Background: an optimization exercise with open tools, aiming at small area and a short achievable clock period. Do not read the settings as production practice.
At most, simulation tests tie the RTL to the original design; equivalence was not proved.
Power is estimated from default activity; no workload was simulated.

==> job 1796: inputs <==
// pu_net
module pu_net
#(
    parameter int DATA_WIDTH = 32,
    parameter int PROG_DEPTH = 16
) (
    input  wire logic                          clk,
    input  wire logic                          rst,
    input  wire logic                          prog_we,
    input  wire logic [$clog2(PROG_DEPTH)-1:0] prog_addr,
    input  wire logic [instr_width-1:0]        prog_data,
    input  wire logic                          start,
    input  wire logic [DATA_WIDTH-1:0]         in_data,
    input  wire logic [attr_width-1:0]         in_attr,
    output logic                               in_take,
    output logic                               out_valid,
    output logic      [DATA_WIDTH-1:0]         out_data,
    output logic [attr_width-1:0]              out_attr,
    output logic                               busy,
    output logic                               done
);
==> module pu_sequencer, before the edit <==
module pu_sequencer
#(
    parameter int PROG_DEPTH = 16
) (
    input  wire logic                          clk,
    input  wire logic                          rst,
    input  wire logic                          prog_we,
    input  wire logic [$clog2(PROG_DEPTH)-1:0] prog_addr,
    input  wire logic [instr_width-1:0]        prog_data,
    input  wire logic                          start,
    output logic                               s_ext,    
    output logic                               s_mult,
    output logic                               s_accum,
    output logic                               s_fram,
    output logic                               d_mult,
    output logic                               d_accum,
    output logic                               d_fram,
    output logic                               d_out,
    output logic                               sel,
    output logic [1:0]                         addr,
    output logic                               busy,
    output logic                               done
);
    localparam int PC_WIDTH = $clog2(PROG_DEPTH);
    logic [7:0]             prog_mem [PROG_DEPTH];
    logic [PC_WIDTH-1:0]    fa;       
    logic                   last;
    logic                   we_ok;
    logic                   fwd;
    logic                   go;
    logic [11:0]            dec_mem, dec_new, dec;
    assign we_ok = prog_we && !busy;
    always_ff @(posedge clk) begin
        if (we_ok) begin
            prog_mem[prog_addr] <= pack(prog_data);
        end
    end
    function automatic logic [7:0] pack(input logic [instr_width-1:0] w);
        logic [2:0] src, dst;
        logic       src_f, dst_f;
        logic [1:0] s2, d2, u, v;
        src   = w[9:7];
        dst   = w[6:4];
        src_f = (src == SRC_FRAM);
        dst_f = (dst == DST_FRAM);
        s2    = src[2] ? 2'd0 : src[1:0];
        d2    = {(dst == DST_ACCUM) || (dst == DST_EXT), (dst == DST_MULT) || (dst == DST_EXT)};
        u     = src_f ? d2 : s2;
        v     = (src_f || dst_f) ? w[2:1] : d2;
        pack  = {w[0], w[3], src_f, dst_f, u, v};
    endfunction
    function automatic logic [11:0] unpack(input logic [7:0] c);
        logic       src_f, dst_f;
        logic [1:0] u, v, d2;
        src_f  = c[5];
        dst_f  = c[4];
        u      = c[3:2];
        v      = c[1:0];
        d2     = src_f ? u : v;
        unpack = {!src_f && (u == 2'd1), !src_f && (u == 2'd2), !src_f && (u == 2'd3), src_f,
                  !dst_f && (d2 == 2'd1), !dst_f && (d2 == 2'd2), dst_f, !dst_f && (d2 == 2'd3),
                  c[6], v, c[7]};
    endfunction
    function automatic logic [11:0] decode(input logic [instr_width-1:0] w);
        logic [2:0] src, dst;
        src = w[9:7];
        dst = w[6:4];
        decode = {src == SRC_EXT, src == SRC_MULT, src == SRC_ACCUM, src == SRC_FRAM,
                  dst == DST_MULT, dst == DST_ACCUM, dst == DST_FRAM, dst == DST_EXT,
                  w[3], w[2:1], w[0]};
    endfunction
    assign fwd     = we_ok && (prog_addr == '0);
    assign dec_mem = unpack(prog_mem[fa]);
    assign dec_new = decode(prog_data);
    assign go      = busy ? !last : start;
    assign dec     = go ? (fwd ? dec_new : dec_mem) : '0;
    always_ff @(posedge clk) begin
        if (rst) begin
            busy <= 1'b0;
            done <= 1'b0;
            fa   <= '0;
            {s_ext, s_mult, s_accum, s_fram, d_mult, d_accum, d_fram, d_out,
             sel, addr, last} <= '0;
        end else begin
            busy <= go;
            done <= last;
            fa   <= go ? fa + 1'b1 : '0;
            {s_ext, s_mult, s_accum, s_fram, d_mult, d_accum, d_fram, d_out,
             sel, addr, last} <= dec;
        end
    end
endmodule
==> flow/config.mk <==
export PLATFORM = sky130hd
export DESIGN_NAME = pu_net
export DESIGN_NICKNAME = pu_net
export VERILOG_FILES = /design/flow/design.v
export SDC_FILE = /design/flow/constraint.sdc
export NUM_CORES = 4
export LEC_CHECK = 0
export CAP_MARGIN = 20
export CORE_MARGIN = 2
export CORE_UTILIZATION = 40
export SLEW_MARGIN = 20
==> flow/constraint.sdc <==
create_clock -name core_clock -period 10.0 [get_ports {clk}]
set_input_delay 2.0000 -clock core_clock [delete_from_list [all_inputs] [get_ports {clk}]]
set_output_delay 2.0000 -clock core_clock [all_outputs]
set_load 0.01 [all_outputs]
standard.sh (not shown) runs the stock make flow with config.mk's settings and CLKGATE_MAP_FILE= SYNTH_SCRIPT=/design/flow/synth_recipe.tcl, a recipe that flattens the netlist after the stock synthesis.
==> flow/flow/run.sh <==
#!/bin/bash
# Standard layout run through standard.sh with extra ORFS settings; make output goes to standard_flow.log.
set -euo pipefail
bash standard.sh finish "SETUP_SLACK_MARGIN=6.8" "BUFFER_PORTS_ARGS=-buffer_cell sky130_fd_sc_hd__buf_2" "TNS_END_PERCENT=0" "CTS_CLUSTER_DIAMETER=100" "CTS_CLUSTER_SIZE=30" "PLACE_DENSITY=0.75" > standard_flow.log 2>&1
==> job 2307 (differences from job 1796) <==
--- a/flow/design.v
+++ b/flow/design.v
@@ -273,3 +273,3 @@
     localparam int PC_WIDTH = $clog2(PROG_DEPTH);
-    logic [7:0]             prog_mem [PROG_DEPTH];
+    logic [instr_width-1:0] prog_mem [PROG_DEPTH];
     logic [PC_WIDTH-1:0]    fa;       
@@ -279,2 +279,3 @@
     logic                   go;
+    logic [instr_width-1:0] fw;
     logic [11:0]            dec_mem, dec_new, dec;
@@ -283,31 +284,5 @@
         if (we_ok) begin
-            prog_mem[prog_addr] <= pack(prog_data);
+            prog_mem[prog_addr] <= prog_data;
         end
     end
-    function automatic logic [7:0] pack(input logic [instr_width-1:0] w);
-        logic [2:0] src, dst;
-        logic       src_f, dst_f;
-        logic [1:0] s2, d2, u, v;
-        src   = w[9:7];
-        dst   = w[6:4];
-        src_f = (src == SRC_FRAM);
-        dst_f = (dst == DST_FRAM);
-        s2    = src[2] ? 2'd0 : src[1:0];
-        d2    = {(dst == DST_ACCUM) || (dst == DST_EXT), (dst == DST_MULT) || (dst == DST_EXT)};
-        u     = src_f ? d2 : s2;
-        v     = (src_f || dst_f) ? w[2:1] : d2;
-        pack  = {w[0], w[3], src_f, dst_f, u, v};
-    endfunction
-    function automatic logic [11:0] unpack(input logic [7:0] c);
-        logic       src_f, dst_f;
-        logic [1:0] u, v, d2;
-        src_f  = c[5];
-        dst_f  = c[4];
-        u      = c[3:2];
-        v      = c[1:0];
-        d2     = src_f ? u : v;
-        unpack = {!src_f && (u == 2'd1), !src_f && (u == 2'd2), !src_f && (u == 2'd3), src_f,
-                  !dst_f && (d2 == 2'd1), !dst_f && (d2 == 2'd2), dst_f, !dst_f && (d2 == 2'd3),
-                  c[6], v, c[7]};
-    endfunction
     function automatic logic [11:0] decode(input logic [instr_width-1:0] w);
@@ -321,3 +296,3 @@
     assign fwd     = we_ok && (prog_addr == '0);
-    assign dec_mem = unpack(prog_mem[fa]);
+    assign dec_mem = decode(prog_mem[fa]);
     assign dec_new = decode(prog_data);
==> flow/flow/run.sh (replaced) <==
#!/bin/bash
# Standard layout, with repair_timing aiming for a larger setup slack margin.
set -euo pipefail
bash standard.sh finish SETUP_SLACK_MARGIN=6.5 > standard_flow.log 2>&1
==> comparison <==
- Clock skew: job 1796 is higher than job 2307 (2.4 ps).
- Between job 2307 and job 1796, the lower combinational power is in job 2307 (gap 11%, measured against job 1796).
- In job 2307 the die area is higher than in job 1796, by 4.2%.
- Against job 2307, the sequential cell count of job 1796 is lower by 32.
- Final cell count: job 2307 is larger than job 1796 (3.6%).
- Between job 1796 and job 2307, the lower wire length is in job 1796 (gap 11%, measured against job 2307).
- In job 2307 the via count is higher than in job 1796, by about 3.7%.
The RTL of job 2307 was laid out without a check of its function.


==> inputs of run a <==
==> flow/design.v <==
`default_nettype none
package pu_bus_pkg;
    localparam int attr_width       = 4;  
    localparam int attr_invalid_bit = 0;  
    typedef logic [attr_width-1:0] attr_t;
endpackage
`default_nettype wire
`default_nettype none
package pu_ctrl_pkg;
    typedef enum logic [2:0] {
        src_none  = 3'd0,  
        src_ext   = 3'd1,  
        src_mult  = 3'd2,
        src_accum = 3'd3,
        src_fram  = 3'd4
    } src_e;
    typedef enum logic [2:0] {
        dst_none  = 3'd0,  
        dst_mult  = 3'd1,
        dst_accum = 3'd2,
        dst_fram  = 3'd3,
        dst_ext   = 3'd4   
    } dst_e;
    typedef struct packed {
        src_e       src;
        dst_e       dst;
        logic       sel;   
        logic [1:0] addr;  
        logic       last;  
    } instr_t;
    localparam logic [2:0] SRC_NONE  = 3'd0;
    localparam logic [2:0] SRC_EXT   = 3'd1;
    localparam logic [2:0] SRC_MULT  = 3'd2;
    localparam logic [2:0] SRC_ACCUM = 3'd3;
    localparam logic [2:0] SRC_FRAM  = 3'd4;
    localparam logic [2:0] DST_NONE  = 3'd0;
    localparam logic [2:0] DST_MULT  = 3'd1;
    localparam logic [2:0] DST_ACCUM = 3'd2;
    localparam logic [2:0] DST_FRAM  = 3'd3;
    localparam logic [2:0] DST_EXT   = 3'd4;
    localparam int instr_width = 10;  
endpackage
`default_nettype wire
`timescale 1ns/1ps
`default_nettype none
import pu_bus_pkg::*;
module pu_multiplier
#(
    parameter int DATA_WIDTH = 32
) (
    input  wire logic                  clk,
    input  wire logic                  rst,
    input  wire logic                  signal_wr,
    input  wire logic                  signal_sel,
    input  wire logic [DATA_WIDTH-1:0] bus_q_data,    
    input  wire logic [attr_width-1:0] bus_q_attr,
    input  wire logic                  signal_oe,
    output logic      [DATA_WIDTH-1:0] data_out,
    output logic [attr_width-1:0]      attr_out
);
    localparam int HALF = DATA_WIDTH / 2;
    localparam int NPP  = HALF / 2;
    logic            sel_q;        
    logic            capture;      
    logic            arg1_pend;    
    logic [NPP-1:0]  b_one, b_two, b_neg;
    logic            arg1_bad;
    logic            arg0_bad;
    logic            has_result;
    logic [DATA_WIDTH-1:0] res_s, res_c;
    logic            result_inv;
    logic [DATA_WIDTH-1:0] pp_s, pp_c;
    function automatic logic fits_half(input logic [DATA_WIDTH-1:0] value);
        logic [HALF:0] top;
        top = value[DATA_WIDTH-1:HALF-1];
        fits_half = (&top) || !(|top);
    endfunction
    always_ff @(posedge clk) begin
        if (rst) begin
            sel_q     <= 1'b0;
            capture   <= 1'b0;
            arg1_pend <= 1'b0;
        end else begin
            if (signal_wr) sel_q <= signal_sel;
            capture   <= signal_wr && !signal_sel && sel_q;  
            arg1_pend <= signal_wr && signal_sel;
        end
    end
    always_ff @(posedge clk) begin
        if (arg1_pend) begin
            for (int i = 0; i < NPP; i++) begin
                logic b2, b1, b0;
                b2 = bus_q_data[2*i+1];
                b1 = bus_q_data[2*i];
                b0 = (i == 0) ? 1'b0 : bus_q_data[2*i-1];
                b_one[i] <= b1 ^ b0;
                b_two[i] <= (b2 & !b1 & !b0) | (!b2 & b1 & b0);
                b_neg[i] <= b2;
            end
            arg1_bad <= bus_q_attr[attr_invalid_bit] || !fits_half(bus_q_data);
        end
    end
    assign arg0_bad = bus_q_attr[attr_invalid_bit] || !fits_half(bus_q_data);
    always_comb begin
        logic [DATA_WIDTH-1:0] row [NPP+1];
        logic [HALF-1:0]       a;
        logic [HALF:0]         m, x;
        logic [DATA_WIDTH-1:0] s1, c1, s2, c2, s3, c3, s4, c4, s5, c5, s6, c6;
        a = bus_q_data[HALF-1:0];
        row[NPP] = 32'haaab_0000;
        for (int i = 0; i < NPP; i++) begin
            m = ({(HALF+1){b_one[i]}} & {a[HALF-1], a}) | ({(HALF+1){b_two[i]}} & {a, 1'b0});
            x = m ^ {(HALF+1){b_neg[i]}};
            row[i] = DATA_WIDTH'({!x[HALF], x[HALF-1:0]}) << (2*i);
            row[NPP][2*i] = b_neg[i];
        end
        s1 = row[0] ^ row[1] ^ row[2];
        c1 = ((row[0] & row[1]) | (row[0] & row[2]) | (row[1] & row[2])) << 1;
        s2 = row[3] ^ row[4] ^ row[5];
        c2 = ((row[3] & row[4]) | (row[3] & row[5]) | (row[4] & row[5])) << 1;
        s3 = row[6] ^ row[7] ^ row[8];
        c3 = ((row[6] & row[7]) | (row[6] & row[8]) | (row[7] & row[8])) << 1;
        s4 = s1 ^ c1 ^ s2;
        c4 = ((s1 & c1) | (s1 & s2) | (c1 & s2)) << 1;
        s5 = c2 ^ s3 ^ c3;
        c5 = ((c2 & s3) | (c2 & c3) | (s3 & c3)) << 1;
        s6 = s4 ^ c4 ^ s5;
        c6 = ((s4 & c4) | (s4 & s5) | (c4 & s5)) << 1;
        pp_s = s6 ^ c6 ^ c5;
        pp_c = ((s6 & c6) | (s6 & c5) | (c6 & c5)) << 1;
    end
    always_ff @(posedge clk) begin
        if (rst) begin
            has_result <= 1'b0;
        end else if (capture) begin
            has_result <= 1'b1;
        end
    end
    always_ff @(posedge clk) begin
        if (capture) begin
            res_s      <= pp_s;
            res_c      <= pp_c;
            result_inv <= arg0_bad || arg1_bad;
        end
    end
    logic rd;
    assign rd       = signal_oe && has_result;
    assign data_out = rd ? res_s + res_c : '0;
    assign attr_out = rd ? {{(attr_width-1){1'b0}}, result_inv} : '0;
endmodule
`default_nettype wire
`timescale 1ns/1ps
`default_nettype none
import pu_bus_pkg::*;
module pu_accum
#(
    parameter int DATA_WIDTH = 32
) (
    input  wire logic                  clk,
    input  wire logic                  rst,
    input  wire logic                  signal_wr,
    input  wire logic                  signal_sel,
    input  wire logic [DATA_WIDTH-1:0] bus_q_data,    
    input  wire logic [attr_width-1:0] bus_q_attr,
    input  wire logic                  signal_oe,
    output logic      [DATA_WIDTH-1:0] data_out,
    output logic [attr_width-1:0]      attr_out
);
    logic [DATA_WIDTH-1:0] acc;
    logic                  acc_inv;
    logic                  pend_load, pend_add;
    logic [DATA_WIDTH-1:0] sum, acc_now;
    logic                  overflow, inv_now;
    assign sum = acc + bus_q_data;
    assign overflow = (acc[DATA_WIDTH-1] == bus_q_data[DATA_WIDTH-1])
                      && (sum[DATA_WIDTH-1] != acc[DATA_WIDTH-1]);
    always_comb begin
        if (pend_add) begin
            acc_now = sum;
            inv_now = acc_inv || overflow || bus_q_attr[attr_invalid_bit];
        end else if (pend_load) begin
            acc_now = bus_q_data;
            inv_now = bus_q_attr[attr_invalid_bit];
        end else begin
            acc_now = acc;
            inv_now = acc_inv;
        end
    end
    always_ff @(posedge clk) begin
        if (rst) begin
            acc       <= '0;
            acc_inv   <= 1'b0;
            pend_load <= 1'b0;
            pend_add  <= 1'b0;
        end else begin
            acc       <= acc_now;
            acc_inv   <= inv_now;
            pend_load <= signal_wr && !signal_sel;
            pend_add  <= signal_wr && signal_sel;
        end
    end
    assign data_out = signal_oe ? acc_now : '0;
    assign attr_out = signal_oe ? {{(attr_width-1){1'b0}}, inv_now} : '0;
endmodule
`default_nettype wire
`timescale 1ns/1ps
`default_nettype none
import pu_bus_pkg::*;
module pu_fram
#(
    parameter int DATA_WIDTH = 32
) (
    input  wire logic                  clk,
    input  wire logic                  rst,
    input  wire logic                  signal_wr,
    input  wire logic [1:0]            signal_addr,
    input  wire logic [DATA_WIDTH-1:0] data_in,
    input  wire logic [attr_width-1:0] attr_in,
    input  wire logic                  signal_oe,
    output logic      [DATA_WIDTH-1:0] data_out,
    output logic [attr_width-1:0]      attr_out
);
    logic [DATA_WIDTH-1:0] words [4];
    logic [attr_width-1:0] attrs [4];
    logic [3:0]            full;
    logic                  rd;
    for (genvar i = 0; i < 4; i++) begin : g_word
        always_ff @(posedge clk) begin
            if (signal_wr && (signal_addr == 2'(i))) begin
                words[i] <= data_in;
                attrs[i] <= attr_in;  
            end
        end
    end
    always_ff @(posedge clk) begin
        if (rst) begin
            full <= '0;
        end else if (signal_wr) begin
            full[signal_addr] <= 1'b1;
        end
    end
    assign rd       = signal_oe && full[signal_addr];
    assign data_out = rd ? words[signal_addr] : '0;
    assign attr_out = rd ? attrs[signal_addr] : '0;
endmodule
`default_nettype wire
`timescale 1ns/1ps
`default_nettype none
import pu_ctrl_pkg::*;
module pu_sequencer
#(
    parameter int PROG_DEPTH = 16
) (
    input  wire logic                          clk,
    input  wire logic                          rst,
    input  wire logic                          prog_we,
    input  wire logic [$clog2(PROG_DEPTH)-1:0] prog_addr,
    input  wire logic [instr_width-1:0]        prog_data,
    input  wire logic                          start,
    output logic                               s_ext,    
    output logic                               s_mult,
    output logic                               s_accum,
    output logic                               s_fram,
    output logic                               d_mult,
    output logic                               d_accum,
    output logic                               d_fram,
    output logic                               d_out,
    output logic                               sel,
    output logic [1:0]                         addr,
    output logic                               busy,
    output logic                               done
);
    localparam int PC_WIDTH = $clog2(PROG_DEPTH);
    logic [instr_width-1:0] prog_mem [PROG_DEPTH];
    logic [PC_WIDTH-1:0]    fa;       
    logic                   last;
    logic                   we_ok;
    logic                   fwd;
    logic                   go;
    logic [instr_width-1:0] fw;
    logic [11:0]            dec_mem, dec_new, dec;
    assign we_ok = prog_we && !busy;
    always_ff @(posedge clk) begin
        if (we_ok) begin
            prog_mem[prog_addr] <= prog_data;
        end
    end
    function automatic logic [11:0] decode(input logic [instr_width-1:0] w);
        logic [2:0] src, dst;
        src = w[9:7];
        dst = w[6:4];
        decode = {src == SRC_EXT, src == SRC_MULT, src == SRC_ACCUM, src == SRC_FRAM,
                  dst == DST_MULT, dst == DST_ACCUM, dst == DST_FRAM, dst == DST_EXT,
                  w[3], w[2:1], w[0]};
    endfunction
    assign fwd     = we_ok && (prog_addr == '0);
    assign dec_mem = decode(prog_mem[fa]);
    assign dec_new = decode(prog_data);
    assign go      = busy ? !last : start;
    assign dec     = go ? (fwd ? dec_new : dec_mem) : '0;
    always_ff @(posedge clk) begin
        if (rst) begin
            busy <= 1'b0;
            done <= 1'b0;
            fa   <= '0;
            {s_ext, s_mult, s_accum, s_fram, d_mult, d_accum, d_fram, d_out,
             sel, addr, last} <= '0;
        end else begin
            busy <= go;
            done <= last;
            fa   <= go ? fa + 1'b1 : '0;
            {s_ext, s_mult, s_accum, s_fram, d_mult, d_accum, d_fram, d_out,
             sel, addr, last} <= dec;
        end
    end
endmodule
`default_nettype wire
`timescale 1ns/1ps
`default_nettype none
import pu_bus_pkg::*;
import pu_ctrl_pkg::*;
module pu_net
#(
    parameter int DATA_WIDTH = 32,
    parameter int PROG_DEPTH = 16
) (
    input  wire logic                          clk,
    input  wire logic                          rst,
    input  wire logic                          prog_we,
    input  wire logic [$clog2(PROG_DEPTH)-1:0] prog_addr,
    input  wire logic [instr_width-1:0]        prog_data,
    input  wire logic                          start,
    input  wire logic [DATA_WIDTH-1:0]         in_data,
    input  wire logic [attr_width-1:0]         in_attr,
    output logic                               in_take,
    output logic                               out_valid,
    output logic      [DATA_WIDTH-1:0]         out_data,
    output logic [attr_width-1:0]              out_attr,
    output logic                               busy,
    output logic                               done
);
    logic                  s_ext, s_mult, s_accum, s_fram;
    logic                  d_mult, d_accum, d_fram, d_out;
    logic                  sel;
    logic [1:0]            addr;
    logic [DATA_WIDTH-1:0] mult_data, accum_data, fram_data, bus_data;
    logic [attr_width-1:0] mult_attr, accum_attr, fram_attr, bus_attr;
    logic [DATA_WIDTH-1:0] bus_q_data;
    logic [attr_width-1:0] bus_q_attr;
    pu_sequencer #(
        .PROG_DEPTH(PROG_DEPTH)
    ) i_pu_sequencer (
        .clk, .rst, .prog_we, .prog_addr, .prog_data, .start,
        .s_ext, .s_mult, .s_accum, .s_fram, .d_mult, .d_accum, .d_fram, .d_out,
        .sel, .addr, .busy, .done
    );
    assign in_take = s_ext;
    assign bus_data = (s_ext ? in_data : '0) | mult_data | accum_data | fram_data;
    assign bus_attr = (s_ext ? in_attr : '0) | mult_attr | accum_attr | fram_attr;
    always_ff @(posedge clk) begin
        bus_q_data <= bus_data;
        bus_q_attr <= bus_attr;
    end
    assign out_data = bus_q_data;
    assign out_attr = bus_q_attr;
    always_ff @(posedge clk) begin
        if (rst) begin
            out_valid <= 1'b0;
        end else begin
            out_valid <= d_out;
        end
    end
    pu_multiplier #(.DATA_WIDTH(DATA_WIDTH)) i_pu_multiplier (
        .clk, .rst, .signal_wr(d_mult), .signal_sel(sel),
        .bus_q_data, .bus_q_attr, .signal_oe(s_mult),
        .data_out(mult_data), .attr_out(mult_attr)
    );
    pu_accum #(.DATA_WIDTH(DATA_WIDTH)) i_pu_accum (
        .clk, .rst, .signal_wr(d_accum), .signal_sel(sel),
        .bus_q_data, .bus_q_attr, .signal_oe(s_accum),
        .data_out(accum_data), .attr_out(accum_attr)
    );
    pu_fram #(.DATA_WIDTH(DATA_WIDTH)) i_pu_fram (
        .clk, .rst, .signal_wr(d_fram), .signal_addr(addr),
        .data_in(bus_data), .attr_in(bus_attr), .signal_oe(s_fram),
        .data_out(fram_data), .attr_out(fram_attr)
    );
endmodule
`default_nettype wire
==> flow/run.sh <==
#!/bin/bash
# synth_recipe.tcl (not shown) runs the flow's synth.tcl, then flattens the netlist and writes it again
# the make line also repeats each setting of config.mk as NAME=value (left out here)
make -C /OpenROAD-flow-scripts/flow DESIGN_CONFIG=/design/flow/config.mk WORK_HOME=/design/flow/orfs CLKGATE_MAP_FILE= SYNTH_SCRIPT=/design/flow/synth_recipe.tcl finish
==> flow/config.mk <==
export PLATFORM = sky130hd
export DESIGN_NAME = pu_net
export DESIGN_NICKNAME = pu_net
export VERILOG_FILES = /design/flow/design.v
export SDC_FILE = /design/flow/constraint.sdc
export NUM_CORES = 4
export LEC_CHECK = 0
export CAP_MARGIN = 20
export CORE_MARGIN = 2
export CORE_UTILIZATION = 40
export SLEW_MARGIN = 20
==> flow/constraint.sdc <==
create_clock -name core_clock -period 10.0 [get_ports {clk}]
set_input_delay 2.0000 -clock core_clock [delete_from_list [all_inputs] [get_ports {clk}]]
set_output_delay 2.0000 -clock core_clock [all_outputs]
set_load 0.01 [all_outputs]
==> run b: changes against run a <==
==> flow/design.v, changed modules only <==
module pu_sequencer
#(
    parameter int PROG_DEPTH = 16
) (
    input  wire logic                          clk,
    input  wire logic                          rst,
    input  wire logic                          prog_we,
    input  wire logic [$clog2(PROG_DEPTH)-1:0] prog_addr,
    input  wire logic [instr_width-1:0]        prog_data,
    input  wire logic                          start,
    output logic                               s_ext,    
    output logic                               s_mult,
    output logic                               s_accum,
    output logic                               s_fram,
    output logic                               d_mult,
    output logic                               d_accum,
    output logic                               d_fram,
    output logic                               d_out,
    output logic                               sel,
    output logic [1:0]                         addr,
    output logic                               busy,
    output logic                               done
);
    localparam int PC_WIDTH = $clog2(PROG_DEPTH);
    logic [7:0]             prog_mem [PROG_DEPTH];
    logic [PC_WIDTH-1:0]    fa;       
    logic                   last;
    logic                   we_ok;
    logic                   fwd;
    logic                   go;
    logic [11:0]            dec_mem, dec_new, dec;
    assign we_ok = prog_we && !busy;
    always_ff @(posedge clk) begin
        if (we_ok) begin
            prog_mem[prog_addr] <= pack(prog_data);
        end
    end
    function automatic logic [7:0] pack(input logic [instr_width-1:0] w);
        logic [2:0] src, dst;
        logic       src_f, dst_f;
        logic [1:0] s2, d2, u, v;
        src   = w[9:7];
        dst   = w[6:4];
        src_f = (src == SRC_FRAM);
        dst_f = (dst == DST_FRAM);
        s2    = src[2] ? 2'd0 : src[1:0];
        d2    = {(dst == DST_ACCUM) || (dst == DST_EXT), (dst == DST_MULT) || (dst == DST_EXT)};
        u     = src_f ? d2 : s2;
        v     = (src_f || dst_f) ? w[2:1] : d2;
        pack  = {w[0], w[3], src_f, dst_f, u, v};
    endfunction
    function automatic logic [11:0] unpack(input logic [7:0] c);
        logic       src_f, dst_f;
        logic [1:0] u, v, d2;
        src_f  = c[5];
        dst_f  = c[4];
        u      = c[3:2];
        v      = c[1:0];
        d2     = src_f ? u : v;
        unpack = {!src_f && (u == 2'd1), !src_f && (u == 2'd2), !src_f && (u == 2'd3), src_f,
                  !dst_f && (d2 == 2'd1), !dst_f && (d2 == 2'd2), dst_f, !dst_f && (d2 == 2'd3),
                  c[6], v, c[7]};
    endfunction
    function automatic logic [11:0] decode(input logic [instr_width-1:0] w);
        logic [2:0] src, dst;
        src = w[9:7];
        dst = w[6:4];
        decode = {src == SRC_EXT, src == SRC_MULT, src == SRC_ACCUM, src == SRC_FRAM,
                  dst == DST_MULT, dst == DST_ACCUM, dst == DST_FRAM, dst == DST_EXT,
                  w[3], w[2:1], w[0]};
    endfunction
    assign fwd     = we_ok && (prog_addr == '0);
    assign dec_mem = unpack(prog_mem[fa]);
    assign dec_new = decode(prog_data);
    assign go      = busy ? !last : start;
    assign dec     = go ? (fwd ? dec_new : dec_mem) : '0;
    always_ff @(posedge clk) begin
        if (rst) begin
            busy <= 1'b0;
            done <= 1'b0;
            fa   <= '0;
            {s_ext, s_mult, s_accum, s_fram, d_mult, d_accum, d_fram, d_out,
             sel, addr, last} <= '0;
        end else begin
            busy <= go;
            done <= last;
            fa   <= go ? fa + 1'b1 : '0;
            {s_ext, s_mult, s_accum, s_fram, d_mult, d_accum, d_fram, d_out,
             sel, addr, last} <= dec;
        end
    end
endmodule
==> flow/flow/run.sh (new file) <==
#!/bin/bash
# Standard layout run through standard.sh with extra ORFS settings; make output goes to standard_flow.log.
set -euo pipefail
bash standard.sh finish "SETUP_SLACK_MARGIN=6.8" "BUFFER_PORTS_ARGS=-buffer_cell sky130_fd_sc_hd__buf_2" "TNS_END_PERCENT=0" "CTS_CLUSTER_DIAMETER=100" "CTS_CLUSTER_SIZE=30" "PLACE_DENSITY=0.65" > standard_flow.log 2>&1
==> flow/standard.sh (new file) <==
#!/bin/bash
# synth_recipe.tcl (not shown) runs the flow's synth.tcl, then flattens the netlist and writes it again
# the make line also repeats each setting of config.mk as NAME=value (left out here)
make -C /OpenROAD-flow-scripts/flow DESIGN_CONFIG=/design/flow/config.mk WORK_HOME=/design/flow/orfs CLKGATE_MAP_FILE= SYNTH_SCRIPT=/design/flow/synth_recipe.tcl "${@:-finish}"
removed: flow/run.sh
==> qor summary <==
Area added between synthesis and finish: run b 15.8%; run a 12.8%
Worst Reg-to-Reg Cells: run b 9; run a 8
Final instance area: run b 0.0295 mm^2; run a 0.0300 mm^2
Synthesized area divided by synthesized cell count: run b 12.7 um^2; run a 13.1 um^2
Power density normalized to cell area: run b 125 mW/mm^2; run a 147 mW/mm^2
Clock buffer count in the final layout: run b 32; run a 72
Met1 global-route usage: run b 0.290; run a 0.292
Worst setup endpoint: run b i_pu_multiplier.res_s[11]; run a out_data[12]
Max Clock Freq: run b 300 MHz; run a 227 MHz
Routed length per placed instance: run b 23.7 um; run a 23.3 um
Switching share of power: run b 0.255; run a 0.234
GRT met3 Usage: run b 0.0320; run a 0.0380
Area of all sequential standard cells: run b 0.0128 mm^2; run a 0.0137 mm^2
Clock buffers and inverters, area share: run b 0.0273; run a 0.0549
Internal power summed over all cells: run b 2.74 mW; run a 3.37 mW
Clock period minus worst slack: run b 3.33 ns; run a 4.41 ns
Post-Synth Adder-Cell Area: run b 0.124; run a 0.119
Arrival time of the worst setup path: run b 3.68 ns; run a 2.41 ns
Worst path depth: run b 9; run a 1
Buffering stage count on the worst path with inverters included: run b 3; run a 1
Clk. pwr: run b 1.17 mW; run a 1.84 mW
Width of the die: run b 256 um; run a 262 um
Part of the power in combinational logic: run b 0.114; run a 0.076
Result of the run: run b finished clean; run a finished clean
Only the layout flow was run in run a; the RTL was not checked for function there.

what the ideal ports hide:
How much do the figures lean on ideal ports? The routed layouts below were timed once more, with nothing changed but the port constraints.
Step 1 (the two cells are an assumption about what drives the block):
set clk [get_ports {clk}]
set_driving_cell -lib_cell sky130_fd_sc_hd__clkbuf_16 $clk
set_driving_cell -lib_cell sky130_fd_sc_hd__buf_2 [delete_from_list [all_inputs] $clk]
Step 2 also shifts input and output timing later by t, the mid clock arrival at the registers, as if the neighbouring blocks saw the same clock.
Slacks: ideal ports / drivers / drivers and shift; pairs: ideal ports / drivers.
run | t (ns) | slack for setup (ns) | hold slack, ns | latest minus earliest clock arrival (ns) | worst slew at a driven data input, ns
job 1796 | 0.615 | 6.637 / 6.575 / 6.231 | 0.468 / 0.468 / 0.468 | 0.038 / 0.039 | 0.08
job 2307 | 0.663 | 6.464 / 6.464 / 5.828 | 0.442 / 0.442 / 0.442 | 0.036 / 0.036 | 0.05
run a | 0.673 | 5.594 / 5.533 / 5.523 | 0.432 / 0.432 / 0.432 | 0.039 / 0.040 | 0.06
run b | 0.659 | 6.668 / 6.619 / 6.224 | 0.438 / 0.438 / 0.438 | 0.045 / 0.045 | 0.08
After both steps every run listed still meets setup and hold. The setup slack of job 2307, which loses most, moves by 0.000 ns with the drivers and by -0.636 ns with both steps.
